Optimization exercise on an open flow, not production practice. RTL: at most simulated, not proved equivalent. Power: default activity.

`flow/design.v`:
```
package usb_pkg;
   typedef enum logic [3:0] {
      RESERVED = 4'b0000,
      OUT      = 4'b0001,                  
      IN       = 4'b1001,                  
      SETUP    = 4'b1101,                  
      DATA0    = 4'b0011,                  
      DATA1    = 4'b1011,                  
      ACK      = 4'b0010,                  
      NAK      = 4'b1010,                  
      STALL    = 4'b1110                   
   } pid_t;
   typedef enum logic [1:0] {
      CFG_SET_ADDR  = 2'd0,                
      CFG_SET_STALL = 2'd1,                
      CFG_CLR_STALL = 2'd2                 
   } cfg_op_t;
   typedef struct packed {
      logic       valid;                   
      logic       active;                  
      logic [7:0] data;
   } utmi_rx_t;
   typedef struct packed {
      logic       valid;                   
      logic [7:0] data;
   } utmi_tx_t;
   localparam logic [4:0]  CRC5_POLY      = 5'b10100;
   localparam logic [15:0] CRC16_POLY     = 16'hA001;
   localparam logic [15:0] CRC16_RESIDUAL = 16'hB001;
   function automatic logic [4:0] crc5_field(input logic [10:0] f);
      logic [4:0] c;
      c = 5'h1f;                           
      for (int i = 0; i < 11; i++)
      begin
         c = (c >> 1) ^ (CRC5_POLY & {5{c[0] ^ f[i]}});
      end
      crc5_field = ~c;
   endfunction
   function automatic logic [15:0] crc16_step(input logic [15:0] crc, input logic [7:0] d);
      logic [15:0] c;
      c = crc;
      for (int i = 0; i < 8; i++)
      begin
         c = (c >> 1) ^ (CRC16_POLY & {16{c[0] ^ d[i]}});
      end
      crc16_step = c;
   endfunction
endpackage
`timescale 1ns/1ps
module usb_fifo_rdmux (
   input  logic [511:0] mem,
   input  logic [7:0]   lo,
   input  logic [7:0]   hi,
   output logic [7:0]   rdata
);
   logic [7:0] grp [8];
   always_comb
   begin
      for (int j = 0; j < 8; j++)
      begin
         grp[j] = 8'd0;
         for (int k = 0; k < 8; k++)
            grp[j] = grp[j] | (mem[(8*j+k)*8 +: 8] & {8{lo[k]}});
      end
      rdata = 8'd0;
      for (int j = 0; j < 8; j++)
         rdata = rdata | (grp[j] & {8{hi[j]}});
   end
endmodule
module usb_out_fifo (
   input  logic       clk,
   input  logic       rst,
   input  logic       clr,                 
   input  logic       wr,
   input  logic       commit,
   input  logic       abort,
   input  logic [7:0] din,
   input  logic       rd,
   output logic [7:0] q,
   output logic       empty,
   output logic       full
);
   logic [511:0] mem;
   logic [7:0]   nx_lo;                    
   logic [7:0]   nx_hi;                    
   logic [7:0]   head;                     
   logic [7:0]   q_hold;                   
   logic [5:0]   wr_ptr;                   
   logic [5:0]   cm_ptr;                   
   logic [6:0]   tot;                      
   logic [6:0]   avail;                    
   logic [6:0]   tot_wr;                   
   logic [6:0]   tot_next;
   logic [6:0]   avail_next;
   logic         empty_r;
   logic         do_wr;
   logic         do_rd;
   logic         take;                     
   logic [7:0]   rdata;
   assign empty = empty_r;                 
   assign full  = tot[6];
   assign do_wr = wr && !tot[6];
   assign do_rd = rd && !empty_r;
   assign take  = commit && !abort;
   always_comb
   begin
      case ({do_wr, do_rd})
         2'b10:   tot_wr = tot + 7'd1;
         2'b01:   tot_wr = tot - 7'd1;
         default: tot_wr = tot;
      endcase
      if (abort)
         tot_next = do_rd ? avail - 7'd1 : avail;
      else
         tot_next = tot_wr;
      if (take)
         avail_next = tot_wr;
      else
         avail_next = do_rd ? avail - 7'd1 : avail;
   end
   always_ff @(posedge clk)
   begin
      if (rst || clr)
      begin
         nx_lo   <= 8'd2;
         nx_hi   <= 8'd1;
         wr_ptr  <= '0;
         cm_ptr  <= '0;
         tot     <= '0;
         avail   <= '0;
         empty_r <= 1'b1;
      end
      else
      begin
         if (abort)
            wr_ptr <= cm_ptr;              
         else if (do_wr)
            wr_ptr <= wr_ptr + 1'b1;
         if (take)
            cm_ptr <= do_wr ? wr_ptr + 1'b1 : wr_ptr;
         if (do_rd)
         begin
            nx_lo <= {nx_lo[6:0], nx_lo[7]};
            if (nx_lo[7])
               nx_hi <= {nx_hi[6:0], nx_hi[7]};
         end
         tot   <= tot_next;
         avail <= avail_next;
         if (take)
            empty_r <= !do_wr && (do_rd ? (tot == 7'd1) : (tot == 7'd0));
         else
            empty_r <= do_rd ? (avail == 7'd1) : empty_r;
      end
   end
   always_ff @(posedge clk)
   begin
      for (int i = 0; i < 64; i++)
         if (do_wr && wr_ptr == 6'(i))
            mem[i*8 +: 8] <= din;
   end
   usb_fifo_rdmux rdmux_i (.mem(mem), .lo(nx_lo), .hi(nx_hi), .rdata(rdata));
   always_ff @(posedge clk)
   begin
      if (do_rd)
         head <= (tot == 7'd1) ? din : rdata;
      else if (tot == 7'd0)
         head <= din;
   end
   always_ff @(posedge clk)
   begin
      if (do_rd)
         q_hold <= head;
      q <= do_rd ? head : q_hold;          
   end
endmodule
module usb_in_fifo (
   input  logic       clk,
   input  logic       rst,
   input  logic       clr,                 
   input  logic       wr,
   input  logic [7:0] din,
   input  logic       rd,
   output logic [7:0] rdata,
   output logic       empty,
   output logic       full
);
   logic [511:0] mem;
   logic [7:0]   nx_lo;                    
   logic [7:0]   nx_hi;                    
   logic [7:0]   head;                     
   logic [7:0]   rd_next;                  
   logic [5:0]   wr_ptr;
   logic [6:0]   count;                    
   logic         empty_r;
   logic         do_wr;
   assign empty = empty_r;
   assign full  = count[6];
   assign do_wr = wr && !count[6];
   always_ff @(posedge clk)
   begin
      if (rst || clr)
      begin
         nx_lo   <= 8'd2;
         nx_hi   <= 8'd1;
         wr_ptr  <= '0;
         count   <= '0;
         empty_r <= 1'b1;
      end
      else
      begin
         if (do_wr)
            wr_ptr <= wr_ptr + 1'b1;
         if (rd)
         begin
            nx_lo <= {nx_lo[6:0], nx_lo[7]};
            if (nx_lo[7])
               nx_hi <= {nx_hi[6:0], nx_hi[7]};
         end
         if (do_wr && !rd)
            count <= count + 1'b1;
         else if (!do_wr && rd)
            count <= count - 1'b1;
         empty_r <= !do_wr && (rd ? (count == 7'd1) : empty_r);
      end
   end
   always_ff @(posedge clk)
   begin
      for (int i = 0; i < 64; i++)
         if (do_wr && wr_ptr == 6'(i))
            mem[i*8 +: 8] <= din;
   end
   usb_fifo_rdmux rdmux_i (.mem(mem), .lo(nx_lo), .hi(nx_hi), .rdata(rd_next));
   always_ff @(posedge clk)
   begin
      if (rd)
         head <= (count == 7'd1) ? din : rd_next;
      else if (empty_r)
         head <= din;
   end
   assign rdata = head;
endmodule
`timescale 1ns/1ps
module usb_dev_regs (
   input  logic              clk,
   input  logic              rst,
   input  logic              usb_reset,
   input  logic              cfg_req,
   input  usb_pkg::cfg_op_t  cfg_op,
   input  logic              cfg_ep,      
   input  logic [6:0]        cfg_data,    
   output logic              cfg_ack,
   output logic [6:0]        dev_addr,
   output logic [1:0]        stall        
);
   typedef enum logic {
      S_IDLE,                              
      S_ACK                                
   } state_t;
   state_t state;
   logic   apply;
   assign apply   = (state == S_IDLE) && cfg_req;    
   assign cfg_ack = (state == S_ACK);
   always_ff @(posedge clk)
   begin
      if (rst)
         state <= S_IDLE;
      else
      begin
         case (state)
            S_IDLE:
               if (cfg_req)
                  state <= S_ACK;
            S_ACK:
               if (!cfg_req)
                  state <= S_IDLE;         
            default:
               state <= S_IDLE;
         endcase
      end
   end
   always_ff @(posedge clk)
   begin
      if (rst || usb_reset)
      begin
         dev_addr <= 7'd0;                 
         stall    <= 2'b00;
      end
      else if (apply)
      begin
         case (cfg_op)
            usb_pkg::CFG_SET_ADDR:
               dev_addr <= cfg_data;
            usb_pkg::CFG_SET_STALL:
               stall[cfg_ep] <= 1'b1;
            usb_pkg::CFG_CLR_STALL:
               stall[cfg_ep] <= 1'b0;
            default:
               ;                           
         endcase
      end
   end
endmodule
`timescale 1ns/1ps
module usb_sie (
   input  logic              clk,
   input  logic              rst,
   input  logic              usb_reset,
   input  usb_pkg::utmi_rx_t rx,
   output usb_pkg::utmi_tx_t tx,
   input  logic              tx_ready,
   input  logic [6:0]        dev_addr,
   input  logic [1:0]        stall,
   input  logic              ep0o_full,
   output logic              ep0o_wr,
   output logic              ep0o_commit,
   output logic              ep0o_abort,
   output logic [7:0]        ep0o_din,
   input  logic [1:0]        epi_empty,
   input  logic [7:0]        epi_q0,     
   input  logic [7:0]        epi_q1,
   output logic [1:0]        epi_rd
);
   localparam int T0 = 0;                  
   localparam int T1 = 1;                  
   localparam int T2 = 2;                  
   localparam int T3 = 3;                  
   localparam int SK = 4;                  
   localparam int OP = 5;                  
   localparam int OD = 6;                  
   localparam int IP = 7;                  
   localparam int ID = 8;                  
   localparam int C0 = 9;                  
   localparam int C1 = 10;                 
   localparam int AK = 11;
   localparam int SL = 12;
   logic [12:0]       st;
   logic [12:0]       nx;
   usb_pkg::pid_t     tok_pid_r;           
   logic [6:0]        tok_addr;
   logic              tok_endp0;
   logic              tok_pid_ok;          
   logic              tok_crc_ok;          
   usb_pkg::pid_t     rx_pid;
   logic [15:0]       crc;
   logic [15:0]       crc_next;
   logic [7:0]        crc_din;
   logic [7:0]        hold0;               
   logic [7:0]        hold1;               
   logic              held1;               
   logic              held2;               
   logic              tok_ok;
   logic              tok_pid;
   logic              data_pid_ok;
   logic              stalled;
   logic              is_in;
   logic              ep_sel;
   logic              in_empty;
   logic [7:0]        in_q;
   logic              in_rd;
   logic              v;
   logic              a;
   logic              rx_end;
   logic              r;
   logic              crc_good;
   logic              ovf;
   logic              tx_valid_r;
   logic [7:0]        tx_data_r;
   logic [7:0]        pay_r;               
   logic [15:0]       crc_in;              
   logic [7:0]        tx_load;
   logic [7:0]        tx_cur;
   assign v        = rx.valid;
   assign a        = rx.active;
   assign r        = tx_ready;
   assign rx_pid   = usb_pkg::pid_t'(rx.data[3:0]);
   assign rx_end   = !v && !a;
   assign crc_good = (crc == usb_pkg::CRC16_RESIDUAL);
   assign tok_pid  = (rx_pid == usb_pkg::OUT) || (rx_pid == usb_pkg::IN) ||
                     (rx_pid == usb_pkg::SETUP);
   assign is_in    = (tok_pid_r == usb_pkg::IN);
   assign ep_sel   = tok_endp0;
   assign in_empty = ep_sel ? epi_empty[1] : epi_empty[0];
   assign in_q     = ep_sel ? epi_q1 : epi_q0;
   assign epi_rd   = {in_rd & ep_sel, in_rd & ~ep_sel};
   assign stalled  = stall[ep_sel] && (tok_pid_r != usb_pkg::SETUP);    
   assign tok_ok = tok_pid_ok && tok_crc_ok && (tok_addr == dev_addr) &&
                   !(!is_in && tok_endp0);
   assign data_pid_ok = (rx.data[7:4] == ~rx.data[3:0]) &&
                        ((rx_pid == usb_pkg::DATA0) ||
                         (rx_pid == usb_pkg::DATA1 && tok_pid_r != usb_pkg::SETUP));
   assign ovf = st[OD] && v && held2 && ep0o_full;    
   always_comb
   begin
      nx = '0;
      nx[T0] = (st[T0] && !v) || ((st[T1] || st[T2]) && rx_end) ||
               (st[T3] && rx_end && !tok_ok) || (st[SK] && !a) ||
               (st[OD] && rx_end && !crc_good) ||
               ((st[C1] || st[AK] || st[SL]) && r);
      nx[T1] = (st[T0] && v && tok_pid) || (st[T1] && !v && a);
      nx[T2] = (st[T1] && v) || (st[T2] && !v && a);
      nx[T3] = (st[T2] && v) || (st[T3] && !v && a);
      nx[SK] = (st[T0] && v && !tok_pid) || (st[T3] && v) || (st[SK] && a) ||
               (st[OP] && v && !data_pid_ok) || ovf;
      nx[OP] = (st[T3] && rx_end && tok_ok && !is_in) || (st[OP] && !v);
      nx[OD] = (st[OP] && v && data_pid_ok) || (st[OD] && !ovf && !rx_end);
      nx[IP] = (st[T3] && rx_end && tok_ok && is_in && !stalled) || (st[IP] && !r);
      nx[ID] = (st[IP] && r && !in_empty) || (st[ID] && !(r && in_empty));
      nx[C0] = ((st[IP] || st[ID]) && r && in_empty) || (st[C0] && !r);
      nx[C1] = (st[C0] && r) || (st[C1] && !r);
      nx[AK] = (st[OD] && rx_end && crc_good && !stalled) || (st[AK] && !r);
      nx[SL] = (st[T3] && rx_end && tok_ok && is_in && stalled) ||
               (st[OD] && rx_end && crc_good && stalled) || (st[SL] && !r);
   end
   always_ff @(posedge clk)
   begin
      if (rst || usb_reset)
      begin
         st         <= 13'd1 << T0;
         tx_valid_r <= 1'b0;
      end
      else
      begin
         st         <= nx;
         tx_valid_r <= nx[IP] || nx[ID] || nx[C0] || nx[C1] || nx[AK] || nx[SL];
      end
   end
   assign crc_din  = st[OD] ? rx.data : pay_r;
   assign crc_next = usb_pkg::crc16_step(crc, crc_din);
   assign crc_in   = usb_pkg::crc16_step(crc, pay_r);
   always_ff @(posedge clk)
   begin
      if (st[T0] && v)
      begin
         tok_pid_r  <= rx_pid;
         tok_pid_ok <= (rx.data[7:4] == ~rx.data[3:0]);
      end
      if (st[T1] && v)
      begin
         tok_addr  <= rx.data[6:0];
         tok_endp0 <= rx.data[7];
      end
      if (st[T2] && v)
         tok_crc_ok <= (rx.data[7:3] == usb_pkg::crc5_field({3'd0, tok_endp0, tok_addr})) &&
                       (rx.data[2:0] == 3'd0);
      if (st[T3] || st[OP])
         crc <= 16'hffff;                  
      else if ((st[OD] && v) || (st[ID] && r))
         crc <= crc_next;
      if (st[OP])
      begin
         held1 <= 1'b0;
         held2 <= 1'b0;
      end
      else if (st[OD] && v)
      begin
         held1 <= 1'b1;
         held2 <= held1;
      end
      if (st[OD] && v)
      begin
         hold0 <= rx.data;
         hold1 <= hold0;
      end
   end
   assign ep0o_wr     = st[OD] && v && held2;
   assign ep0o_din    = hold1;
   assign ep0o_commit = st[OD] && rx_end && crc_good && !stalled;
   assign ep0o_abort  = ovf || (st[OD] && rx_end && (!crc_good || stalled));
   assign in_rd = (st[IP] || st[ID]) && r && !in_empty;    
   always_comb
   begin
      if (st[T3])
         tx_load = stalled ? {~usb_pkg::STALL, usb_pkg::STALL} : {~usb_pkg::DATA0, usb_pkg::DATA0};
      else if (st[OD])
         tx_load = stalled ? {~usb_pkg::STALL, usb_pkg::STALL} : {~usb_pkg::ACK, usb_pkg::ACK};
      else if (st[C0])
         tx_load = ~crc[15:8];
      else if (!in_empty)
         tx_load = in_q;
      else if (st[ID])
         tx_load = ~crc_in[7:0];           
      else
         tx_load = 8'h00;                  
   end
   always_ff @(posedge clk)
   begin
      if (in_rd)
         pay_r <= in_q;
   end
   always_comb
   begin
      tx_cur = 8'h00;
      if (st[IP])
         tx_cur = {~usb_pkg::DATA0, usb_pkg::DATA0};
      if (st[ID])
         tx_cur = tx_cur | pay_r;
      if (st[C0])
         tx_cur = tx_cur | ~crc[7:0];
      if (st[C1])
         tx_cur = tx_cur | ~crc[15:8];
      if (st[AK])
         tx_cur = tx_cur | {~usb_pkg::ACK, usb_pkg::ACK};
      if (st[SL])
         tx_cur = tx_cur | {~usb_pkg::STALL, usb_pkg::STALL};
   end
   always_ff @(posedge clk)
   begin
      if (((st[IP] || st[ID] || st[C0]) && !r) || st[C1] || st[AK] || st[SL])
         tx_data_r <= tx_cur;              
      else
         tx_data_r <= tx_load;
   end
   assign tx.valid = tx_valid_r;
   assign tx.data  = tx_data_r;
endmodule
`timescale 1ns/1ps
module usb_device #(
   parameter int EP_DEPTH = 64             
) (
   input  logic              clk,
   input  logic              rst,
   input  logic              usb_reset,    
   input  logic              rx_valid,     
   input  logic              rx_active,    
   input  logic [7:0]        rx_data,
   output logic              tx_valid,     
   output logic [7:0]        tx_data,
   input  logic              tx_ready,
   input  logic              cfg_req,
   input  logic [1:0]        cfg_op,
   input  logic              cfg_ep,
   input  logic [6:0]        cfg_data,
   output logic              cfg_ack,
   input  logic              ep0_out_rd,
   output logic [7:0]        ep0_out_dout,
   output logic              ep0_out_empty,
   input  logic              ep0_in_wr,
   input  logic [7:0]        ep0_in_din,
   output logic              ep0_in_full,
   input  logic              ep1_in_wr,
   input  logic [7:0]        ep1_in_din,
   output logic              ep1_in_full
);
   logic [6:0] dev_addr;
   logic [1:0] stall;
   logic       ep0o_full;
   logic       ep0o_wr;
   logic       ep0o_commit;
   logic       ep0o_abort;
   logic [7:0] ep0o_din;
   logic [1:0] epi_empty;
   logic [7:0] epi_q0;
   logic [7:0] epi_q1;
   logic [1:0] epi_rd;
   usb_pkg::utmi_rx_t rx;
   usb_pkg::utmi_tx_t tx;
   assign rx       = {rx_valid, rx_active, rx_data};
   assign tx_valid = tx.valid;
   assign tx_data  = tx.data;
   usb_dev_regs usb_dev_regs_i (
      .clk(clk), .rst(rst), .usb_reset(usb_reset),
      .cfg_req(cfg_req), .cfg_op(usb_pkg::cfg_op_t'(cfg_op)), .cfg_ep(cfg_ep), .cfg_data(cfg_data),
      .cfg_ack(cfg_ack), .dev_addr(dev_addr), .stall(stall)
   );
   usb_sie usb_sie_i (
      .clk(clk), .rst(rst), .usb_reset(usb_reset),
      .rx(rx), .tx(tx), .tx_ready(tx_ready),
      .dev_addr(dev_addr), .stall(stall),
      .ep0o_full(ep0o_full), .ep0o_wr(ep0o_wr), .ep0o_commit(ep0o_commit),
      .ep0o_abort(ep0o_abort), .ep0o_din(ep0o_din),
      .epi_empty(epi_empty), .epi_q0(epi_q0), .epi_q1(epi_q1), .epi_rd(epi_rd)
   );
   usb_out_fifo ep0_out_fifo_i (
      .clk(clk), .rst(rst), .clr(usb_reset),
      .wr(ep0o_wr), .commit(ep0o_commit), .abort(ep0o_abort), .din(ep0o_din),
      .rd(ep0_out_rd), .q(ep0_out_dout), .empty(ep0_out_empty), .full(ep0o_full)
   );
   usb_in_fifo ep0_in_fifo_i (
      .clk(clk), .rst(rst), .clr(usb_reset),
      .wr(ep0_in_wr), .din(ep0_in_din),
      .rd(epi_rd[0]), .rdata(epi_q0), .empty(epi_empty[0]), .full(ep0_in_full)
   );
   usb_in_fifo ep1_in_fifo_i (
      .clk(clk), .rst(rst), .clr(usb_reset),
      .wr(ep1_in_wr), .din(ep1_in_din),
      .rd(epi_rd[1]), .rdata(epi_q1), .empty(epi_empty[1]), .full(ep1_in_full)
   );
endmodule
```
`flow/run.sh`:
```
#!/bin/bash
# synth_recipe.tcl (not shown) runs the flow's synth.tcl, then flattens the netlist and writes it again
# the make line also repeats each setting of config.mk as NAME=value (left out here)
make -C /OpenROAD-flow-scripts/flow DESIGN_CONFIG=/design/flow/config.mk WORK_HOME=/design/flow/orfs CLKGATE_MAP_FILE= SYNTH_SCRIPT=/design/flow/synth_recipe.tcl finish
```
`flow/config.mk`:
```
export PLATFORM = sky130hd
export DESIGN_NAME = usb_device
export DESIGN_NICKNAME = usb_device
export VERILOG_FILES = /design/flow/design.v
export SDC_FILE = /design/flow/constraint.sdc
export NUM_CORES = 4
export LEC_CHECK = 0
export CAP_MARGIN = 20
export CORE_MARGIN = 2
export CORE_UTILIZATION = 40
export CTS_CLUSTER_DIAMETER = 120
export CTS_CLUSTER_SIZE = 30
export SETUP_SLACK_MARGIN = 2.0
export SLEW_MARGIN = 20
export TNS_END_PERCENT = 20
```
`flow/constraint.sdc`:
```
create_clock -name core_clock -period 4.2 [get_ports {clk}]
set_input_delay 0.8400 -clock core_clock [delete_from_list [all_inputs] [get_ports {clk}]]
set_output_delay 0.8400 -clock core_clock [all_outputs]
set_load 0.01 [all_outputs]
```
==> flow_summary.json, run 1 <==
{
  "yosys.area.top_type": "edfxtp_1",
  "crit_type": "in -> reg",
  "worstSetupStartpointType": "primary input",
  "vias_per_cell": 5.97,
  "ir_worst_vdd_v": 0.000296,
  "hold_violations": 0,
  "power.density_mw_per_mm2": 376,
  "synth_edf_count": 1606,
  "hold_buffers": 0,
  "io-pin-count": 65,
  "synthArstFlopShare": 0,
  "holdCritPathClass": "reg -> reg",
  "synth_seq_area_share": 0.775,
  "firstDrtPassIters": 8,
  "clk-insertion-delay-late_ps": 720,
  "rr_startpoint": "ep0_in_fifo_i.nx_lo[4]",
  "rows": 149,
  "numClockSinks": 1759,
  "yosys_warnings": 6,
  "htreeDepth": 3,
  "max_freq_mhz": 430,
  "synth_cells": 4200,
  "r2r_end": "ep0_in_fifo_i.head[0]",
  "max-slew-margin-rel": 0.228,
  "grt_max_degree": 72,
  "whs_ps": 431,
  "multi_input_area_mm2": 0.0148,
  "setup_violations": 0,
  "root_buffer": "clkbuf_16",
  "vias": 39429,
  "cp_max_fo": 12,
  "layout.nets": 4436,
  "cp-end-kind": "flip-flop",
  "worst_slack_ps": 1870,
  "drc": 0,
  "synth_nets": 4274,
  "start_util": 0.402,
  "fin_util": 0.453,
  "cts_buffers": 69,
  "dr.first_iter.drc_count": 4776,
  "critical_path_buf_inv_count": 4,
  "finClkSkew_ps": 62.3,
  "yosys_most_used_dff": "edfxtp_1",
  "critPathTopFamily": "buffers and inverters",
  "overflow": 0,
  "final_common_cell": "edfxtp_1",
  "drtAntennaViolNets": 0,
  "cp.required_ps": 4610,
  "fin_crit_ps": 2330,
  "drive_gt1_frac": 0.144,
  "stdcell_area_mm2": 0.0745,
  "final_cell_mix": "edfxtp_1 (1606), a22oi_1 (801), nor2_1 (249)",
  "cpMostUsedCell": "buf_4",
  "finalWeightedCongestion": 0.867,
  "worstHoldStart": "usb_sie_i.hold0[6]",
  "tns_ps": 0,
  "placed_cell_area_mm2": 0.0708,
  "synth.distinct_cells": 65,
  "reg2reg_depth": 6,
  "cts_tree": "done",
  "leakage_nw": 22.5,
  "dieArea_mm2": 0.169,
  "max_cap_violations": 0,
  "r2r_slack_ps": 1880,
  "fin_crit_sh": 0.554,
  "die_w_um": 411,
  "cts.reportedPaths.clkPinSlew_ps": 110,
  "grt_pass1_wl_um": 262000,
  "worst_path_max_delay_cell": "clkdlybuf4s50_1",
  "arrival_ps": 2740,
  "area_delta_synth_final_pct": 12.7,
  "netlist.area_leader.share": 0.729,
  "fillers": 14151,
  "synth.area.top_cells": "edfxtp_1 (73%), a22oi_1 (9.5%), dfxtp_1 (4.6%), nand4_1 (2.0%), nor2_1 (1.8%)",
  "grt_pass1_vias": 37050,
  "status": "no timing/DRC/antenna violations",
  "clockBufferDepth": 3,
  "place_hpwl_um": 110000,
  "drv_slew": 0,
  "worstHoldEndpoint": "usb_sie_i.hold1[6]",
  "coreArea_mm2": 0.165,
  "synth.cell_area_mm2": 0.0662,
  "ys_seq_elements": 1759,
  "crit_chain": "clkdlybuf4s50_1, nor2b_1, buf_4, nand3b_1, buf_4, nor2_1, buf_4",
  "hold_depth": 0,
  "cp_slowest_stage_delay_ps": 450,
  "tightest_slew_ps": 1160,
  "port_buffers": 64,
  "wl_per_cell_um": 27.9,
  "cp.depth": 7,
  "antenna_found_initial": 7,
  "grt_util_all_layers": 0.209,
  "dieHeight_um": 411,
  "syn_avg_cell_area_um2": 15.8,
  "rsz0062_at_grt": "true",
  "wirelength_um": 184000,
  "regArea_mm2": 0.0514,
  "place_ws_ps": 595
}
-- how the worst max path moves through the flow --
stage                      startpoint                 endpoint  slack, ps
2_1_floorplan                tx_ready   ep0_in_fifo_i.count[5]       1510
3_3_place_gp                 rx_valid  ep0_out_fifo_i.mem[441]        690
3_5_place_dp                 rx_valid  ep0_out_fifo_i.mem[441]        590
4_1_cts        usb_sie_i.tx_data_r[7]               tx_data[7]       1730
5_1_grt            usb_sie_i.pay_r[0]   usb_sie_i.tx_data_r[0]       1760
6_report                    ep0_in_wr   ep0_in_fifo_i.mem[318]       1870
-- power by group --
part           internal, W  leakage (nW)  switching (W)
sequential          0.0190          15.7      0.0000273
clock              0.00330         0.978        0.00521
combinational     0.000125          5.81       0.000349
total               0.0224          22.5        0.00558
-- state kept, by name, indices dropped and copies added, names as in the netlist, 13 cells and up, named ones only --
| register | flops |
|---|---|
| ep0_out_fifo_i.mem | 512 |
| ep1_in_fifo_i.mem | 512 |
| usb_sie_i.st | 13 |
| usb_sie_i.crc | 16 |
| ep0_in_fifo_i.mem | 512 |
-- repair_timing --
action                      CTS  global route
cloned                        1             0
resized for setup           145            98
buffers inserted             38            34
pin swaps                    10            26
setup endpoints to repair  1130          1015
-- per-stage QoR --
| step | total power, W | std cells |
|---|---|---|
| 6_report | 0.0280 | 6606 |
| 5_1_grt | 0.0287 | 6605 |
| 4_1_cts | 0.0282 | 6571 |
| 3_5_place_dp | 0.0199 | 6407 |
| 3_3_place_gp | 0.0199 | 6407 |
| 2_1_floorplan | 0.0196 | 4200 |
-- routing by layer --
metal	routed length, um	up-vias	GRT usage
li1	-	17126	-
met3	14700	237	0.0305
met5	45	-	0
met1	76900	20230	0.298
met2	87100	1828	0.335
met4	5300	8	0.0571
-- cell type report --
class,count,share of cell area
antenna,1,0.0000336
clock buffer,120,0.0263
clock inverter,5,0.00138
inverter,35,0.00230
multi-input combinational,2133,0.199
sequential,1759,0.690
tap,2189,0.0367
timing repair buffer,363,0.0446
timing repair inverter,1,0.000117
-- synthesized netlist by cell type, drive strengths merged, types with 7 or more instances --
cell type	number
edfxtp	1606
a22oi	834
nor2	311
clkbuf	218
nand4	209
nand2	208
dfxtp	153
a21oi	103
buf	55
xnor2	51
o21ai	43
nand3	40
xor2	40
inv	32
a211oi	30
ha	30
a221oi	20
and4	17
a22o	16
nor3	16
a31oi	14
mux2i	13
nand2b	13
mux2	11
and3	10
nor2b	9
and2	8
nor4	8
nor3b	7
o22ai	7
or4	7
-- cell families after synthesis --
logic type | count (synthesis) | share of synthesized area
and+or+nand+nor | 886 | 0.0646
DFF | 1759 | 0.775
adders and majority gates | 30 | 0.00567
AOI/OAI and AO/OA | 1100 | 0.120
buffers and inverters | 308 | 0.0176
muxes | 24 | 0.00384
xor gates and xnor gates | 93 | 0.0127
==> inputs of run 2 (changes only) <==
--- a/flow/config.mk
+++ b/flow/config.mk
@@ -12,4 +12,3 @@
 export CTS_CLUSTER_SIZE = 30
 export SETUP_SLACK_MARGIN = 2.0
 export SLEW_MARGIN = 20
-export TNS_END_PERCENT = 20
==> flow_summary.json, run 2 <==
{
  "status": "no timing/DRC/antenna violations",
  "grt_util_all_layers": 0.211,
  "yosys.area.top_type": "edfxtp_1",
  "fin_crit_sh": 0.530,
  "coreArea_mm2": 0.165,
  "globalRouteMet3Util": 0.0316,
  "fillers": 14110,
  "crit_chain": "buf_2, buf_4, mux2i_1, xnor2_1, xor2_1, xnor3_2, nor3_1, a311oi_2",
  "fin_util": 0.457,
  "tns_ps": 0,
  "yosysMostFrequentCell": "edfxtp_1",
  "synth_edf_count": 1606,
  "place_hpwl_um": 111000,
  "p_comb_frac": 0.018,
  "cp.required_ps": 4770,
  "synth_cells": 4200,
  "port_buffers": 64,
  "yosys_warnings": 6,
  "p_sw_w": 0.00571,
  "max_freq_mhz": 450,
  "grtUsageMet1": 0.304,
  "synth_nets": 4274,
  "overflow": 0,
  "final_cell_mix": "edfxtp_1 (1606), a22oi_1 (795), buf_4 (215)",
  "hold_buffers": 0,
  "met2_usage": 0.338,
  "wirelength_um": 183000,
  "cp_max_fo": 5,
  "dieHeight_um": 411,
  "arrival_ps": 2790,
  "drv_slew": 0,
  "power.share.sequential": 0.673,
  "worst_slack_ps": 1980,
  "drive_gt1_frac": 0.161,
  "leakage_nw": 22.5,
  "p_int_w": 0.0226,
  "synth.distinct_cells": 65,
  "tightest_slew_ps": 1070,
  "cts_buffers": 70,
  "layout.nets": 4418,
  "htreeDepth": 3,
  "numClockSinks": 1759,
  "max_cap_violations": 0,
  "power.density_mw_per_mm2": 376,
  "firstDrtPassIters": 6,
  "worstHoldStart": "ep0_out_fifo_i.head[7]",
  "die_w_um": 411,
  "vias_per_cell": 5.96,
  "grt_pass1_wl_um": 265000,
  "synth_top_family_by_area": "compound AO/OA/AOI/OAI gates",
  "ir_worst_vdd_v": 0.000372,
  "n_antenna_cell": 0,
  "netlist.area_leader.share": 0.729,
  "worstSetupStartpoint": "usb_sie_i.st[6]",
  "reg_top3": "ep0_in_fifo_i.mem (512), ep0_out_fifo_i.mem (512), ep1_in_fifo_i.mem (512)",
  "worstSetupStartpointType": "flip-flop",
  "antenna_found_initial": 5,
  "setup_violations": 0,
  "muxShareOfSynthArea": 0.00384,
  "synth.cell_area_mm2": 0.0662,
  "grt_max_degree": 67,
  "yosys_most_used_dff": "edfxtp_1",
  "cp-end-kind": "flip-flop",
  "cts.reportedPaths.clkPinSlew_ps": 110,
  "dr.first_iter.drc_count": 5186,
  "grt_pass1_vias": 37457,
  "finalWeightedCongestion": 0.854,
  "cts_tree": "done",
  "cp_slowest_stage_delay_ps": 390,
  "worst_path_max_delay_cell": "dfxtp_4",
  "io-pin-count": 65,
  "synthAdderAreaFrac": 0.00567,
  "hold_violations": 0,
  "synth_compound_area_frac": 0.120,
  "synth-xor-area-share": 0.0127,
  "synth_common_cells": "edfxtp_1 (1606), a22oi_1 (834), nor2_1 (311)",
  "swShare": 0.202,
  "p_total_w": 0.0283,
  "yosys.area_share.simple": 0.0646,
  "final_common_cell": "edfxtp_1",
  "synthArstFlopShare": 0,
  "drc": 0,
  "root_buffer": "clkbuf_16",
  "critical_path_buf_inv_count": 2,
  "holdCritPathClass": "reg -> reg",
  "max-slew-margin-rel": 0.287,
  "pwr-share-clk": 0.309,
  "start_util": 0.402,
  "rr_startpoint": "usb_sie_i.st[6]",
  "area_delta_synth_final_pct": 13.6,
  "wl_per_cell_um": 27.8,
  "rows": 149,
  "finClkSkew_ps": 68.0,
  "synth.area.top_cells": "edfxtp_1 (73%), a22oi_1 (9.5%), dfxtp_1 (4.6%), nand4_1 (2.0%), nor2_1 (1.8%)",
  "clk-insertion-delay-late_ps": 730,
  "critPathTopFamily": "XOR/XNOR gates",
  "syn_avg_cell_area_um2": 15.8,
  "drtAntennaViolNets": 0,
  "vias": 39213,
  "clockBufferDepth": 3,
  "rsz0062_at_grt": "true",
  "crit_type": "reg -> reg",
  "ys_seq_elements": 1759,
  "dieArea_mm2": 0.169,
  "fin_crit_ps": 2220,
  "top_usage_layer": "met2",
  "place_ws_ps": 713,
  "synth_seq_area_share": 0.775
}
[run 2: through the flow]
stage / hold WS [ps] / cells / cell area [um^2]
6_report: 429 / 6582 / 75100
5_1_grt: 438 / 6582 / 75100
4_1_cts: 432 / 6520 / 74300
3_5_place_dp: 406 / 6349 / 71100
2_1_floorplan: 400 / 4200 / 67500
3_3_place_gp: 401 / 6349 / 71100
[run 2: kinds of logic (layout without fill, tap and decap cells)]
logic type                 after synthesis  after routing
DFF                                   1759           1759
adders and majority gates               30             30
muxes                                   24             24
AOI/OAI and AO/OA                     1100           1100
xor gates and xnor gates                93             93
and+or+nand+nor                        886            886
buffers and inverters                  308            501
[run 2: cell type report]
type                    instances  area, um^2  area share
flip-flops and latches       1759       51400       0.684
clock inverters                 9         204     0.00271
inverters                      35         174     0.00231
clock buffers                 112        1970      0.0263
repair inverters                1        8.76    0.000117
multi-input cells            2133       15400       0.205
well taps                    2189        2740      0.0364
repair buffers                344        3240      0.0431
[run 2: metal layers]
layer	routed length (um)	vias up	part of all wire
met5	32	-	0.00017
met4	4070	6	0.022
met3	13300	206	0.073
met2	87600	1655	0.48
met1	78100	20261	0.43
li1	-	17085	-
[run 2: worst paths after layout]
| path | cells after the start | slack (ps) | endpoint |
|---|---|---|---|
| worst min-delay path | 0 | 430 | ep0_out_fifo_i.q[7] |
| worst max register to register | 8 | 1980 | usb_sie_i.crc[15] |
| worst min register to register | 0 | 430 | ep0_out_fifo_i.q[7] |
| worst max-delay path | 8 | 1980 | usb_sie_i.crc[15] |
[run 2: power by group through the flow]
stage,clock network (W),registers (W),logic (W)
after floorplan,0,0.0194,0.000167
after global placement,0,0.0194,0.000487
after detailed placement,0,0.0194,0.000492
after CTS,0.00888,0.0190,0.000502
after global routing,0.00941,0.0190,0.000555
final,0.00874,0.0190,0.000515
[run 2: worst register-to-register path: cells and delay by family (launching register included)]
kind	cells	cell delay [ps]
xor gates and xnor gates	3	800
and+or+nand+nor	1	250
AOI/OAI and AO/OA	1	70
buffers and inverters	2	340
muxes	1	260
DFF	1	390
[run 2: timing repair]
action                                  4_1_cts  5_1_grt
pin swaps                                    24       33
gates cloned                                  1        0
hold endpoints to repair                      0        0
setup buffers                                49       62
gates resized for setup                     188       70
endpoints found under the setup margin      978      391
==> inputs of run 3 (changes only) <==
--- a/flow/config.mk
+++ b/flow/config.mk
@@ -7,8 +7,9 @@
 export LEC_CHECK = 0
 export CAP_MARGIN = 20
 export CORE_MARGIN = 2
-export CORE_UTILIZATION = 40
+export CORE_UTILIZATION = 55
 export CTS_CLUSTER_DIAMETER = 120
 export CTS_CLUSTER_SIZE = 30
+export PLACE_DENSITY = 0.68
 export SETUP_SLACK_MARGIN = 2.0
 export SLEW_MARGIN = 20
==> flow_summary.json, run 3 <==
{
  "yosysMostFrequentCell": "edfxtp_1",
  "dieHeight_um": 351,
  "worstSetupStartpoint": "ep0_in_wr",
  "synthArstFlopShare": 0,
  "wirelength_um": 181000,
  "worst_slack_ps": 1910,
  "grt_pass1_vias": 37782,
  "power.share.sequential": 0.681,
  "power.density_mw_per_mm2": 374,
  "arrival_ps": 2660,
  "clk-insertion-delay-late_ps": 700,
  "crit_chain": "clkdlybuf4s50_1, nor2b_2, buf_4, nand2_1, or2_4, nor2_2",
  "fin_crit_ps": 2290,
  "drtAntennaViolNets": 0,
  "cts_tree": "done",
  "cts.reportedPaths.clkPinSlew_ps": 110,
  "synth_edf_count": 1606,
  "cts_buffers": 68,
  "max_cap_violations": 0,
  "rsz0062_at_grt": "true",
  "placed_cell_area_mm2": 0.0704,
  "drive_gt1_frac": 0.168,
  "synth_nets": 4274,
  "port_buffers": 64,
  "netlist.area_leader.share": 0.729,
  "vias": 40168,
  "synth.area.top_cells": "edfxtp_1 (73%), a22oi_1 (9.5%), dfxtp_1 (4.6%), nand4_1 (2.0%), nor2_1 (1.8%)",
  "holdCritPathClass": "reg -> reg",
  "fin_crit_sh": 0.545,
  "swShare": 0.197,
  "max-slew-margin-rel": 0.272,
  "final_cell_mix": "edfxtp_1 (1606), a22oi_1 (781), buf_4 (215)",
  "rows": 127,
  "io-pin-count": 65,
  "synth.cell_area_mm2": 0.0662,
  "rr_startpoint": "usb_sie_i.tok_endp0",
  "worst_path_max_delay_cell": "clkdlybuf4s50_1",
  "htreeDepth": 3,
  "yosys_most_used_dff": "edfxtp_1",
  "synth_common_cells": "edfxtp_1 (1606), a22oi_1 (834), nor2_1 (311)",
  "dr.first_iter.drc_count": 5851,
  "numClockSinks": 1759,
  "synth_seq_area_share": 0.775,
  "ys_seq_elements": 1759,
  "overflow": 0,
  "p_int_w": 0.0224,
  "root_buffer": "clkbuf_16",
  "critical_path_buf_inv_count": 2,
  "wl_per_cell_um": 30.1,
  "cp_max_fo": 15,
  "reg_top3": "ep0_in_fifo_i.mem (512), ep0_out_fifo_i.mem (512), ep1_in_fifo_i.mem (512)",
  "grt_max_degree": 67,
  "p_comb_frac": 0.018,
  "status": "no timing/DRC/antenna violations",
  "grt_util_all_layers": 0.290,
  "setup_violations": 0,
  "whs_ps": 428,
  "start_util": 0.553,
  "synth_cells": 4200,
  "coreArea_mm2": 0.120,
  "place_hpwl_um": 109000,
  "worstHoldStart": "ep0_out_fifo_i.head[0]",
  "worstSetupStartpointType": "primary input",
  "finClkSkew_ps": 35.2,
  "place_ws_ps": 729,
  "drv_slew": 0,
  "yosys_warnings": 6,
  "dieArea_mm2": 0.123,
  "stdcell_area_mm2": 0.0748,
  "vias_per_cell": 6.67,
  "cp.required_ps": 4560,
  "die_w_um": 351,
  "drc": 0,
  "grt_pass1_wl_um": 260000,
  "ir_worst_vdd_v": 0.000315,
  "tns_ps": 0,
  "area_delta_synth_final_pct": 13.0,
  "critPathTopFamily": "simple AND/OR/NAND/NOR gates",
  "yosys.area.top_type": "edfxtp_1",
  "clockBufferDepth": 3,
  "cp-end-kind": "flip-flop",
  "max_freq_mhz": 437,
  "leakage_nw": 22.6,
  "layout.nets": 4426,
  "antenna_found_initial": 10,
  "p_sw_w": 0.00550,
  "final_common_cell": "edfxtp_1",
  "pwr-share-clk": 0.301,
  "cp_slowest_stage_delay_ps": 500,
  "hold_violations": 0,
  "finalWeightedCongestion": 0.902,
  "syn_avg_cell_area_um2": 15.8,
  "tightest_slew_ps": 1090,
  "fin_util": 0.625,
  "synth.distinct_cells": 65,
  "crit_type": "in -> reg",
  "firstDrtPassIters": 7
}
-- run 3: logic make-up (layout without fill, tap and decap cells) --
logic type / count (synthesis) / in the layout / share of synthesized area
DFF: 1759 / 1759 / 0.775
AOI/OAI and AO/OA: 1100 / 1100 / 0.120
and+or+nand+nor: 886 / 886 / 0.0646
buffers and inverters: 308 / 516 / 0.0176
xor gates and xnor gates: 93 / 93 / 0.0127
adders and majority gates: 30 / 30 / 0.00567
muxes: 24 / 24 / 0.00384
other: 0 / 4 / 0
-- run 3: final timing paths --
kind                                  to  cells past startpoint  slack (ps)
hold / removal       ep0_out_fifo_i.q[0]                      0         430
hold reg to reg      ep0_out_fifo_i.q[0]                      0         430
setup / recovery  ep0_in_fifo_i.mem[213]                      6        1910
setup reg to reg  usb_sie_i.tx_data_r[7]                      8        1970
-- run 3: power groups by stage --
stage | Combinational, W | Clock, W | Sequential [W]
after floorplan | 0.000167 | 0 | 0.0194
after global placement | 0.000452 | 0 | 0.0194
after detailed placement | 0.000461 | 0 | 0.0194
after CTS | 0.000472 | 0.00851 | 0.0190
after global routing | 0.000534 | 0.00901 | 0.0190
final | 0.000497 | 0.00841 | 0.0190
-- run 3: per-layer routing --
metal | track usage | part of all wire
met4 | 0.0939 | 0.032
met3 | 0.0486 | 0.11
met5 | 0 | 0.00015
met2 | 0.445 | 0.46
met1 | 0.426 | 0.40
-- run 3: final cells by class --
type	instances	area [um^2]
sequential	1759	51400
fill	8504	44900
multi-input combinational	2133	15600
timing repair buffer	354	3480
tap	1612	2020
clock buffer	121	1970
inverter	35	174
clock inverter	5	61.3
antenna	4	10.0
timing repair inverter	1	8.76
-- run 3: what timing repair did --
item                                     CTS  global route
endpoints found under the setup margin  1392           366
gates cloned                               2             0
pin swaps                                 35            75
buffers inserted                          70            51
hold buffers                               0             0
resized for setup                        191           106
-- run 3: stage by stage --
stage	std cells	total power, W
5_1_grt	6021	0.0286
3_5_place_dp	5771	0.0199
3_3_place_gp	5771	0.0199
6_report	6024	0.0279
4_1_cts	5969	0.0280
2_1_floorplan	4200	0.0196
==> inputs of run 4 (changes only) <==
--- a/flow/config.mk
+++ b/flow/config.mk
@@ -7,9 +7,9 @@
 export LEC_CHECK = 0
 export CAP_MARGIN = 20
 export CORE_MARGIN = 2
-export CORE_UTILIZATION = 55
+export CORE_UTILIZATION = 50
 export CTS_CLUSTER_DIAMETER = 120
 export CTS_CLUSTER_SIZE = 30
-export PLACE_DENSITY = 0.68
+export PLACE_DENSITY = 0.65
 export SETUP_SLACK_MARGIN = 2.0
 export SLEW_MARGIN = 20
==> flow_summary.json, run 4 <==
{
  "yosys_most_used_dff": "edfxtp_1",
  "drtAntennaViolNets": 0,
  "tns_ps": 0,
  "grt_pass1_vias": 37094,
  "vias_per_cell": 6.45,
  "synth.cell_area_mm2": 0.0662,
  "area_delta_synth_final_pct": 12.6,
  "max_freq_mhz": 454,
  "status": "no timing/DRC/antenna violations",
  "synth_common_cells": "edfxtp_1 (1606), a22oi_1 (834), nor2_1 (311)",
  "cts_tree": "done",
  "fin_crit_ps": 2200,
  "worst_path_max_delay_cell": "or4_4",
  "yosysMostFrequentCell": "edfxtp_1",
  "yosys.area.top_type": "edfxtp_1",
  "cts_buffers": 69,
  "clk-insertion-delay-late_ps": 730,
  "rows": 133,
  "cp.required_ps": 4790,
  "final_common_cell": "edfxtp_1",
  "critPathTopFamily": "simple AND/OR/NAND/NOR gates",
  "synth.distinct_cells": 65,
  "stdcell_count": 6137,
  "crit_type": "in -> reg",
  "arrival_ps": 2800,
  "synth_edf_count": 1606,
  "dieHeight_um": 368,
  "fin_crit_sh": 0.525,
  "leakage_nw": 22.4,
  "netlist.area_leader.share": 0.729,
  "finClkSkew_ps": 55.8,
  "synth_nets": 4274,
  "vias": 39589,
  "root_buffer": "clkbuf_16",
  "rsz0062_at_grt": "true",
  "overflow": 0,
  "dr.first_iter.drc_count": 5729,
  "drv_slew": 0,
  "io-pin-count": 65,
  "cp_slowest_stage_delay_ps": 410,
  "synth_seq_area_share": 0.775,
  "multi_input_area_mm2": 0.0155,
  "synth_cells": 4200,
  "cp.depth": 11,
  "reg2reg_depth": 6,
  "cp_max_fo": 8,
  "stdcell_area_mm2": 0.0745,
  "setup_violations": 0,
  "coreArea_mm2": 0.131,
  "ys_seq_elements": 1759,
  "tightest_slew_ps": 1110,
  "crit_chain": "clkdlybuf4s15_2, o21ai_4, nor3_4, clkinv_2, buf_8, ha_4, or4_4, a21oi_2, buf_4, xnor2_2, nor2_1",
  "final_cell_mix": "edfxtp_1 (1606), a22oi_1 (785), nand4_1 (209)",
  "htreeDepth": 3,
  "worstSetupStartpointType": "primary input",
  "yosys_warnings": 6,
  "layout.nets": 4398,
  "grt_max_degree": 67,
  "grt_pass1_wl_um": 259000,
  "reg_top3": "ep0_in_fifo_i.mem (512), ep0_out_fifo_i.mem (512), ep1_in_fifo_i.mem (512)",
  "dp.cells": 5915,
  "finalWeightedCongestion": 0.864,
  "antenna_found_initial": 5,
  "regArea_mm2": 0.0514,
  "power.density_mw_per_mm2": 377,
  "max-slew-margin-rel": 0.259,
  "port_buffers": 64,
  "synth.area.top_cells": "edfxtp_1 (73%), a22oi_1 (9.5%), dfxtp_1 (4.6%), nand4_1 (2.0%), nor2_1 (1.8%)",
  "place_hpwl_um": 108000,
  "clockBufferDepth": 3,
  "ir_worst_vdd_v": 0.000352,
  "grt_util_all_layers": 0.258,
  "cp-end-kind": "flip-flop",
  "placed_cell_area_mm2": 0.0706,
  "max_cap_violations": 0,
  "start_util": 0.503,
  "wl_per_cell_um": 29.1,
  "drive_gt1_frac": 0.159,
  "holdCritPathClass": "reg -> reg",
  "synthArstFlopShare": 0,
  "hold_depth": 0,
  "cts.reportedPaths.clkPinSlew_ps": 110,
  "wirelength_um": 179000,
  "hold_violations": 0,
  "syn_avg_cell_area_um2": 15.8,
  "drc": 0,
  "dieArea_mm2": 0.135,
  "die_w_um": 368,
  "firstDrtPassIters": 6,
  "fillers": 10041,
  "whs_ps": 413,
  "numClockSinks": 1759,
  "critical_path_buf_inv_count": 4
}
run 4: worst reg2reg max path, cell delays in order, from the launching register on:
cell and delay [ps]:
dfxtp_4 450, buf_6 240, a22oi_1 240, nand4_1 310
a22oi_2 370, and4_1 280, o21ai_0 80
run 4: metrics by stage:
step | total power, W | util | setup slack [ps]
finish | 0.0281 | 0.567 | 2000
global route | 0.0288 | 0.567 | 1890
CTS | 0.0282 | 0.560 | 1880
detailed placement | 0.0199 | 0.537 | 715
global placement | 0.0199 | 0.537 | 715
floorplan | 0.0196 | - | 1510
run 4: layer usage:
metal / global-route usage / vias up / share of wire
met1: 0.390 / 20256 / 0.42
met4: 0.0517 / 4 / 0.023
met3: 0.0362 / 232 / 0.090
met5: 0 / - / 0.00013
met2: 0.404 / 2061 / 0.47
li1: - / 17036 / -
run 4: final cells by class:
type                       count  area share
clock inverter                 7     0.00121
tap                         1755      0.0295
multi-input combinational   2133       0.208
antenna                        1   0.0000336
inverter                      35     0.00233
timing repair buffer         326      0.0419
sequential                  1759       0.690
clock buffer                 121      0.0269
run 4: path summary, 6_finish.rpt:
path,to,startpoint,slack [ps]
max,ep0_in_fifo_i.count[3],tx_ready,2000
max reg2reg,ep1_in_fifo_i.head[4],ep1_in_fifo_i.nx_lo[1],2000
min,usb_sie_i.hold1[5],usb_sie_i.hold0[5],410
min reg2reg,usb_sie_i.hold1[5],usb_sie_i.hold0[5],410
run 4: what timing repair did:
action / in CTS / in global routing
buffers inserted: 50 / 42
gates resized for setup: 178 / 95
gates cloned: 0 / 1
hold buffers: 0 / 0
setup endpoints to repair: 1064 / 717
pin swaps: 31 / 57
run 4: cell families (layout without fill, tap and decap cells):
group                    count (synthesis)  count (layout)  synth area share
AO/OA/AOI/OAI                         1100            1100             0.120
multiplexers                            24              24           0.00384
adder cells (fa/ha/maj)                 30              30           0.00567
AND/OR/NAND/NOR                        886             886            0.0646
other                                    0               1                 0
XOR/XNOR                                93              93            0.0127
buffers and inverters                  308             489            0.0176
flip-flops                            1759            1759             0.775
run 4: where the power goes:
| part | switching [W] | internal [W] |
|---|---|---|
| clock network | 0.00520 | 0.00337 |
| registers | 0.0000321 | 0.0190 |
| logic | 0.000364 | 0.000135 |
| total | 0.00560 | 0.0225 |
==> inputs of run 5 (changes only) <==
--- a/flow/config.mk
+++ b/flow/config.mk
@@ -11,5 +11,5 @@
 export CTS_CLUSTER_DIAMETER = 120
 export CTS_CLUSTER_SIZE = 30
 export PLACE_DENSITY = 0.65
-export SETUP_SLACK_MARGIN = 2.0
+export SETUP_SLACK_MARGIN = 2.05
 export SLEW_MARGIN = 20
==> flow_summary.json, run 5 <==
{
  "power.density_mw_per_mm2": 373,
  "hold_buffers": 0,
  "dieHeight_um": 368,
  "final_cell_mix": "edfxtp_1 (1606), a22oi_1 (772), nand4_1 (209)",
  "cp_max_fo": 3,
  "drtAntennaViolNets": 0,
  "antenna_found_initial": 5,
  "worstSetupStartpointType": "flip-flop",
  "synth.distinct_cells": 65,
  "crit_type": "reg -> reg",
  "io-pin-count": 65,
  "ir_worst_vdd_v": 0.000336,
  "vias_per_cell": 6.50,
  "die_w_um": 368,
  "fin_crit_ps": 2210,
  "wirelength_um": 180000,
  "drive_gt1_frac": 0.178,
  "grt_pass1_vias": 37363,
  "swShare": 0.198,
  "hold_violations": 0,
  "leakage_nw": 22.4,
  "synth_seq_area_share": 0.775,
  "setup_violations": 0,
  "worst_path_max_delay_cell": "or4b_4",
  "whs_ps": 429,
  "p_sw_w": 0.00550,
  "cts_tree": "done",
  "finalWeightedCongestion": 0.917,
  "ys_seq_elements": 1759,
  "cts.reportedPaths.clkPinSlew_ps": 110,
  "cp-end-kind": "flip-flop",
  "reg_top3": "ep0_in_fifo_i.mem (512), ep0_out_fifo_i.mem (512), ep1_in_fifo_i.mem (512)",
  "holdCritPathClass": "reg -> reg",
  "max_freq_mhz": 452,
  "rsz0062_at_grt": "true",
  "netlist.area_leader.share": 0.729,
  "p_comb_frac": 0.018,
  "stdcell_count": 6120,
  "cp_slowest_stage_delay_ps": 490,
  "crit_chain": "buf_4, nand2b_4, inv_12, ha_4, or4b_4, o22ai_4, a21oi_2, a41oi_2, nor2_1, a211oi_1",
  "regArea_mm2": 0.0514,
  "numClockSinks": 1759,
  "cts_buffers": 68,
  "yosys_warnings": 6,
  "synth.area.top_cells": "edfxtp_1 (73%), a22oi_1 (9.5%), dfxtp_1 (4.6%), nand4_1 (2.0%), nor2_1 (1.8%)",
  "start_util": 0.503,
  "fin_crit_sh": 0.527,
  "grt_max_degree": 76,
  "max-slew-margin-rel": 0.211,
  "overflow": 0,
  "dr.first_iter.drc_count": 6185,
  "worstHoldStart": "ep0_out_fifo_i.head[7]",
  "yosysMostFrequentCell": "edfxtp_1",
  "grt_pass1_wl_um": 260000,
  "vias": 39796,
  "port_buffers": 64,
  "dieArea_mm2": 0.135,
  "yosys.area.top_type": "edfxtp_1",
  "synthArstFlopShare": 0,
  "synth_nets": 4274,
  "drv_slew": 0,
  "firstDrtPassIters": 6,
  "final_common_cell": "edfxtp_1",
  "rows": 133,
  "wl_per_cell_um": 29.5,
  "worstSetupStartpoint": "ep0_out_fifo_i.empty_r",
  "synth_common_cells": "edfxtp_1 (1606), a22oi_1 (834), nor2_1 (311)",
  "rr_startpoint": "ep0_out_fifo_i.empty_r",
  "pwr-share-clk": 0.299,
  "yosys_most_used_dff": "edfxtp_1",
  "status": "no timing/DRC/antenna violations",
  "clockBufferDepth": 3,
  "arrival_ps": 2850,
  "layout.nets": 4395,
  "tightest_slew_ps": 1180,
  "coreArea_mm2": 0.131,
  "max_cap_violations": 0,
  "root_buffer": "clkbuf_16",
  "placed_cell_area_mm2": 0.0702,
  "power.share.sequential": 0.683,
  "stdcell_area_mm2": 0.0747,
  "area_delta_synth_final_pct": 12.9,
  "tns_ps": 0,
  "multi_input_area_mm2": 0.0158,
  "clk-insertion-delay-late_ps": 740,
  "synth.cell_area_mm2": 0.0662,
  "p_int_w": 0.0223,
  "syn_avg_cell_area_um2": 15.8,
  "cp.required_ps": 4830,
  "drc": 0,
  "fillers": 9982,
  "place_hpwl_um": 109000,
  "grt_util_all_layers": 0.260,
  "htreeDepth": 3,
  "synth_edf_count": 1606,
  "finClkSkew_ps": 48.2,
  "dp.cells": 5871,
  "synth_cells": 4200,
  "p_total_w": 0.0279
}
==> run 5: power groups by stage <==
stage,Sequential (W),Clock (W),Combinational [W]
2_1_floorplan,0.0194,0,0.000169
3_3_place_gp,0.0194,0,0.000466
3_5_place_dp,0.0194,0,0.000472
4_1_cts,0.0190,0.00843,0.000480
5_1_grt,0.0190,0.00897,0.000539
6_report,0.0190,0.00833,0.000501
==> run 5: per-stage QoR <==
stage / util / setup WS (ps)
after floorplan: - / 1510
after global placement: 0.534 / 611
after detailed placement: 0.534 / 680
after CTS: 0.559 / 1550
after global routing: 0.568 / 1890
final: 0.568 / 1990
==> run 5: worst paths after layout <==
check                                                to  slack, ps  cells after the start
worst max-delay path            ep0_out_fifo_i.avail[5]       1990                     10
worst min-delay path                ep0_out_fifo_i.q[7]        430                      0
worst max register to register  ep0_out_fifo_i.avail[5]       1990                     10
worst min register to register      ep0_out_fifo_i.q[7]        430                      0
==> run 5: routing by layer <==
metal	wire length (um)	global-route usage	vias up
met4	5370	0.0753	4
met3	17700	0.0440	300
met5	17	0	-
li1	-	-	17040
met1	74600	0.388	20255
met2	82800	0.397	2197
==> run 5: cell families after synthesis <==
| logic type | count (synthesis) | synth area share |
|---|---|---|
| adders and majority gates | 30 | 0.00567 |
| and+or+nand+nor | 886 | 0.0646 |
| xor gates and xnor gates | 93 | 0.0127 |
| AOI/OAI and AO/OA | 1100 | 0.120 |
| buffers and inverters | 308 | 0.0176 |
| DFF | 1759 | 0.775 |
| muxes | 24 | 0.00384 |
==> run 5: area by class of cell <==
| type | count | share of cell area |
|---|---|---|
| antenna | 3 | 0.000100 |
| clock buffer | 106 | 0.0255 |
| clock inverter | 5 | 0.000888 |
| inverter | 35 | 0.00233 |
| multi-input combinational | 2134 | 0.211 |
| sequential | 1759 | 0.688 |
| tap | 1755 | 0.0294 |
| timing repair buffer | 322 | 0.0421 |
| timing repair inverter | 1 | 0.000117 |
==> run 5: worst max-delay path, delay by kind of cell (launching register included) <==
kind	cells	cell delay, ps
buffers and inverters	2	200
adder cells (fa/ha/maj)	1	120
AND/OR/NAND/NOR	3	740
flip-flops	1	360
AO/OA/AOI/OAI	4	670
==> run 5: what timing repair did <==
action	CTS	global route
cloned	1	1
pin swaps	39	76
gates resized for setup	242	114
buffers inserted	73	60
setup endpoints to repair	1563	493
endpoints found under the hold margin	0	0
==> inputs of run 6 (changes only) <==
--- a/flow/config.mk
+++ b/flow/config.mk
@@ -6,10 +6,11 @@
 export NUM_CORES = 4
 export LEC_CHECK = 0
 export CAP_MARGIN = 20
+export CELL_PAD_IN_SITES_GLOBAL_PLACEMENT = 0
 export CORE_MARGIN = 2
 export CORE_UTILIZATION = 50
 export CTS_CLUSTER_DIAMETER = 120
 export CTS_CLUSTER_SIZE = 30
 export PLACE_DENSITY = 0.65
-export SETUP_SLACK_MARGIN = 2.05
+export SETUP_SLACK_MARGIN = 2.0
 export SLEW_MARGIN = 20
==> flow_summary.json, run 6 <==
{
  "status": "no timing/DRC/antenna violations",
  "drtAntennaViolNets": 0,
  "numClockSinks": 1759,
  "overflow": 0,
  "dp.cells": 5915,
  "place_hpwl_um": 108000,
  "tightest_slew_ps": 1110,
  "fin_crit_sh": 0.525,
  "rsz0062_at_grt": "true",
  "drive_gt1_frac": 0.159,
  "rr_startpoint": "ep1_in_fifo_i.nx_lo[1]",
  "hold_violations": 0,
  "synth_seq_area_share": 0.775,
  "max_freq_mhz": 454,
  "place_ws_ps": 715,
  "synth_edf_count": 1606,
  "reg_top3": "ep0_in_fifo_i.mem (512), ep0_out_fifo_i.mem (512), ep1_in_fifo_i.mem (512)",
  "cts_tree": "done",
  "yosys_most_used_dff": "edfxtp_1",
  "yosys.area.top_type": "edfxtp_1",
  "cp-end-kind": "flip-flop",
  "p_total_w": 0.0281,
  "clockBufferDepth": 3,
  "crit_type": "in -> reg",
  "fin_crit_ps": 2200,
  "cp_max_fo": 8,
  "dr.first_iter.drc_count": 5729,
  "synthArstFlopShare": 0,
  "io-pin-count": 65,
  "yosysMostFrequentCell": "edfxtp_1",
  "stdcell_count": 6137,
  "drv_slew": 0,
  "wirelength_um": 179000,
  "leakage_nw": 22.4,
  "cp.required_ps": 4790,
  "htreeDepth": 3,
  "grt_util_all_layers": 0.258,
  "area_delta_synth_final_pct": 12.6,
  "grt_pass1_wl_um": 259000,
  "worstSetupStartpointType": "primary input",
  "dieHeight_um": 368,
  "synth.distinct_cells": 65,
  "synth.cell_area_mm2": 0.0662,
  "ir_worst_vdd_v": 0.000352,
  "port_buffers": 64,
  "clk-insertion-delay-late_ps": 730,
  "finalWeightedCongestion": 0.864,
  "vias_per_cell": 6.45,
  "root_buffer": "clkbuf_16",
  "worstHoldStart": "usb_sie_i.hold0[5]",
  "synth_common_cells": "edfxtp_1 (1606), a22oi_1 (834), nor2_1 (311)",
  "hold_depth": 0,
  "max_cap_violations": 0,
  "vias": 39589,
  "coreArea_mm2": 0.131,
  "worst_slack_ps": 2000,
  "arrival_ps": 2800,
  "worstHoldEndpoint": "usb_sie_i.hold1[5]",
  "finClkSkew_ps": 55.8,
  "synth.area.top_cells": "edfxtp_1 (73%), a22oi_1 (9.5%), dfxtp_1 (4.6%), nand4_1 (2.0%), nor2_1 (1.8%)",
  "dieArea_mm2": 0.135,
  "rows": 133,
  "r2r_slack_ps": 2000,
  "holdCritPathClass": "reg -> reg",
  "die_w_um": 368,
  "reg2reg_depth": 6,
  "yosys_warnings": 6,
  "wl_per_cell_um": 29.1,
  "firstDrtPassIters": 6,
  "start_util": 0.503,
  "setup_violations": 0,
  "tns_ps": 0,
  "antenna_found_initial": 5,
  "netlist.area_leader.share": 0.729,
  "final_cell_mix": "edfxtp_1 (1606), a22oi_1 (785), nand4_1 (209)",
  "grt_max_degree": 67,
  "syn_avg_cell_area_um2": 15.8,
  "drc": 0,
  "ys_seq_elements": 1759,
  "final_common_cell": "edfxtp_1",
  "cts.reportedPaths.clkPinSlew_ps": 110,
  "grt_pass1_vias": 37094,
  "synth_cells": 4200,
  "power.density_mw_per_mm2": 377,
  "max-slew-margin-rel": 0.259,
  "layout.nets": 4398,
  "r2r_end": "ep1_in_fifo_i.head[4]",
  "cts_buffers": 69,
  "synth_nets": 4274
}
## run 6: worst max-delay path by stage
stage / startpoint / to / slack, ps / depth (start not counted)
2_1_floorplan: tx_ready / ep0_in_fifo_i.count[5] / 1510 / 10
3_3_place_gp: tx_ready / ep1_in_fifo_i.count[5] / 710 / 10
3_5_place_dp: tx_ready / ep1_in_fifo_i.count[5] / 710 / 10
4_1_cts: ep1_in_fifo_i.count[6] / ep1_in_full / 1880 / 1
5_1_grt: usb_sie_i.st[6] / ep0_out_fifo_i.avail[5] / 1890 / 11
6_report: tx_ready / ep0_in_fifo_i.count[3] / 2000 / 11
## run 6: layout make-up
| type | count | area (um^2) |
|---|---|---|
| fill | 10041 | 57000 |
| sequential | 1759 | 51400 |
| multi-input combinational | 2133 | 15500 |
| timing repair buffer | 326 | 3120 |
| tap | 1755 | 2200 |
| clock buffer | 121 | 2010 |
| inverter | 35 | 174 |
| clock inverter | 7 | 90.1 |
| antenna | 1 | 2.50 |
## run 6: logic make-up (layout without fill, tap and decap cells)
| family | after synthesis | after routing | synth area share |
|---|---|---|---|
| AOI/OAI and AO/OA | 1100 | 1100 | 0.120 |
| xor gates and xnor gates | 93 | 93 | 0.0127 |
| adders and majority gates | 30 | 30 | 0.00567 |
| buffers and inverters | 308 | 489 | 0.0176 |
| DFF | 1759 | 1759 | 0.775 |
| muxes | 24 | 24 | 0.00384 |
| other | 0 | 1 | 0 |
| and+or+nand+nor | 886 | 886 | 0.0646 |
## run 6: metrics by stage
step	hold WS, ps	util	instance area [um^2]
floorplan	400	-	67500
global placement	403	0.537	70600
detailed placement	406	0.537	70600
CTS	409	0.560	73600
global route	426	0.567	74500
finish	413	0.567	74500
## run 6: repair_timing
item / CTS / global route
setup endpoints to repair: 1064 / 717
resized for setup: 178 / 95
setup buffers: 50 / 42
cloned: 0 / 1
pin swaps: 31 / 57
hold buffers: 0 / 0
## run 6: worst max-delay path: stages
cell and delay [ps]:
clkdlybuf4s15_2 260, o21ai_4 140, nor3_4 250, clkinv_2 100, buf_8 150, ha_4 180, or4_4 410, a21oi_2 160
buf_4 140, xnor2_2 100, nor2_1 60
## run 6: power by group
group / internal, W / total (W) / switching (W)
Clock: 0.00337 / 0.00857 / 0.00520
Combinational: 0.000135 / 0.000500 / 0.000364
Sequential: 0.0190 / 0.0190 / 0.0000321
## run 6: routing by layer
layer,routed length (um),vias to the layer above,part of all wire,global-route usage
met1,74800,20256,0.42,0.390
li1,-,17036,-,-
met4,4110,4,0.023,0.0517
met3,16000,232,0.090,0.0362
met5,23,-,0.00013,0
met2,83800,2061,0.47,0.404
==> inputs of run 7 (changes only) <==
--- a/flow/config.mk
+++ b/flow/config.mk
@@ -6,11 +6,10 @@
 export NUM_CORES = 4
 export LEC_CHECK = 0
 export CAP_MARGIN = 20
-export CELL_PAD_IN_SITES_GLOBAL_PLACEMENT = 0
 export CORE_MARGIN = 2
 export CORE_UTILIZATION = 50
-export CTS_CLUSTER_DIAMETER = 120
-export CTS_CLUSTER_SIZE = 30
+export CTS_CLUSTER_DIAMETER = 100
+export CTS_CLUSTER_SIZE = 24
 export PLACE_DENSITY = 0.65
 export SETUP_SLACK_MARGIN = 2.0
 export SLEW_MARGIN = 20
==> flow_summary.json, run 7 <==
{
  "dieHeight_um": 368,
  "io-pin-count": 65,
  "synth_cells": 4200,
  "drc": 0,
  "vias_per_cell": 6.44,
  "worst_slack_ps": 1970,
  "holdCritPathClass": "reg -> reg",
  "yosys_most_used_dff": "edfxtp_1",
  "fillers": 10003,
  "final_cell_mix": "edfxtp_1 (1606), a22oi_1 (778), nand4_1 (209)",
  "r2r_end": "ep0_in_fifo_i.head[4]",
  "fin_util": 0.567,
  "grt_max_degree": 67,
  "reg2reg_depth": 6,
  "tightest_slew_ps": 1110,
  "rr_startpoint": "ep0_in_fifo_i.nx_lo[2]",
  "crit_type": "reg -> reg",
  "yosysMostFrequentCell": "edfxtp_1",
  "drive_gt1_frac": 0.160,
  "stdcell_count": 6138,
  "yosys_warnings": 6,
  "area_delta_synth_final_pct": 12.8,
  "synth.cell_area_mm2": 0.0662,
  "final_common_cell": "edfxtp_1",
  "status": "no timing/DRC/antenna violations",
  "htreeDepth": 3,
  "arrival_ps": 2700,
  "hold_depth": 0,
  "yosys.area.top_type": "edfxtp_1",
  "fin_crit_ps": 2230,
  "worstHoldStart": "ep0_out_fifo_i.head[1]",
  "n_antenna_cell": 0,
  "ys_seq_elements": 1759,
  "wl_per_cell_um": 29.1,
  "dieArea_mm2": 0.135,
  "finalWeightedCongestion": 0.864,
  "firstDrtPassIters": 6,
  "fin_crit_sh": 0.530,
  "tns_ps": 0,
  "antenna_found_initial": 5,
  "max_freq_mhz": 449,
  "hold_violations": 0,
  "syn_avg_cell_area_um2": 15.8,
  "root_buffer": "clkbuf_16",
  "ir_worst_vdd_v": 0.000414,
  "overflow": 0,
  "regArea_mm2": 0.0514,
  "dr.first_iter.drc_count": 5368,
  "cp_max_fo": 18,
  "p_total_w": 0.0288,
  "die_w_um": 368,
  "grt_pass1_vias": 37107,
  "layout.nets": 4396,
  "wirelength_um": 178000,
  "synth_edf_count": 1606,
  "synth_common_cells": "edfxtp_1 (1606), a22oi_1 (834), nor2_1 (311)",
  "coreArea_mm2": 0.131,
  "synth_seq_area_share": 0.775,
  "max-slew-margin-rel": 0.257,
  "cts_buffers": 84,
  "clockBufferDepth": 3,
  "rows": 133,
  "port_buffers": 64,
  "grt_pass1_wl_um": 258000,
  "reg_top3": "ep0_in_fifo_i.mem (512), ep0_out_fifo_i.mem (512), ep1_in_fifo_i.mem (512)",
  "grt_util_all_layers": 0.257,
  "vias": 39532,
  "synth.area.top_cells": "edfxtp_1 (73%), a22oi_1 (9.5%), dfxtp_1 (4.6%), nand4_1 (2.0%), nor2_1 (1.8%)",
  "numClockSinks": 1759,
  "worstHoldEndpoint": "ep0_out_fifo_i.q[1]",
  "rsz0062_at_grt": "true",
  "netlist.area_leader.share": 0.729,
  "multi_input_area_mm2": 0.0155,
  "place_ws_ps": 715,
  "cts_tree": "done",
  "synth_nets": 4274,
  "clk-insertion-delay-late_ps": 740,
  "drtAntennaViolNets": 0,
  "finClkSkew_ps": 49.2,
  "cp-end-kind": "flip-flop",
  "dp.cells": 5915,
  "max_cap_violations": 0,
  "place_hpwl_um": 108000,
  "synthArstFlopShare": 0,
  "synth.distinct_cells": 65,
  "cp.required_ps": 4670,
  "drv_slew": 0,
  "power.density_mw_per_mm2": 386,
  "worstSetupStartpointType": "flip-flop",
  "setup_violations": 0,
  "start_util": 0.503,
  "r2r_slack_ps": 1970,
  "leakage_nw": 22.5,
  "cts.reportedPaths.clkPinSlew_ps": 100
}
-- run 7: cell counts after synthesis --
No cell type changed its count.
-- run 7: layout make-up --
class,instances,area share
clock buffer,139,0.0315
clock inverter,8,0.00139
inverter,35,0.00215
multi-input combinational,2133,0.208
sequential,1759,0.689
tap,1755,0.0294
timing repair buffer,309,0.0388
-- run 7: through the flow --
step,hold slack (ps),instance area (um^2)
2_1_floorplan,400,67500
3_3_place_gp,403,70600
3_5_place_dp,406,70600
4_1_cts,428,73800
5_1_grt,438,74600
6_report,426,74600
-- run 7: critical path: stages, from the launching register on --
cell and delay (ps):
dfxtp_4 460, buf_4 270, a22oi_1 210, nand4_1 250, a22oi_2 320, and4_1 350, o21ai_0 100
-- run 7: cell families (layout without fill, tap and decap cells) --
logic type,Yosys count,in the layout,synth area share
AOI/OAI and AO/OA,1100,1100,0.120
and+or+nand+nor,886,886,0.0646
buffers and inverters,308,491,0.0176
DFF,1759,1759,0.775
muxes,24,24,0.00384
xor gates and xnor gates,93,93,0.0127
adders and majority gates,30,30,0.00567
-- run 7: worst max path at each step --
stage | startpoint | end | slack, ps | cells after the start
detailed placement | tx_ready | ep1_in_fifo_i.count[5] | 710 | 10
finish | ep0_in_fifo_i.nx_lo[2] | ep0_in_fifo_i.head[4] | 1970 | 6
global route | usb_sie_i.tok_endp0 | ep1_in_fifo_i.count[5] | 1900 | 9
global placement | tx_ready | ep1_in_fifo_i.count[5] | 710 | 10
floorplan | tx_ready | ep0_in_fifo_i.count[5] | 1510 | 10
CTS | ep1_in_fifo_i.count[6] | ep1_in_full | 1830 | 1
-- run 7: metal layers --
metal	GRT usage	vias up	share of wire
met5	0	-	0.00021
li1	-	17038	-
met3	0.0379	200	0.090
met1	0.386	20301	0.42
met4	0.0599	6	0.021
met2	0.400	1987	0.47
-- run 7: what timing repair did --
item | CTS | global route
pin swaps | 28 | 45
setup endpoints to repair | 1051 | 480
hold buffers | 0 | 0
setup buffers | 39 | 37
resized for setup | 177 | 95
endpoints found under the hold margin | 0 | 0
-- run 7: power by group --
| part | switching (W) | internal, W |
|---|---|---|
| logic | 0.000366 | 0.000136 |
| clock network | 0.00535 | 0.00391 |
| registers | 0.0000331 | 0.0190 |
| total | 0.00575 | 0.0230 |
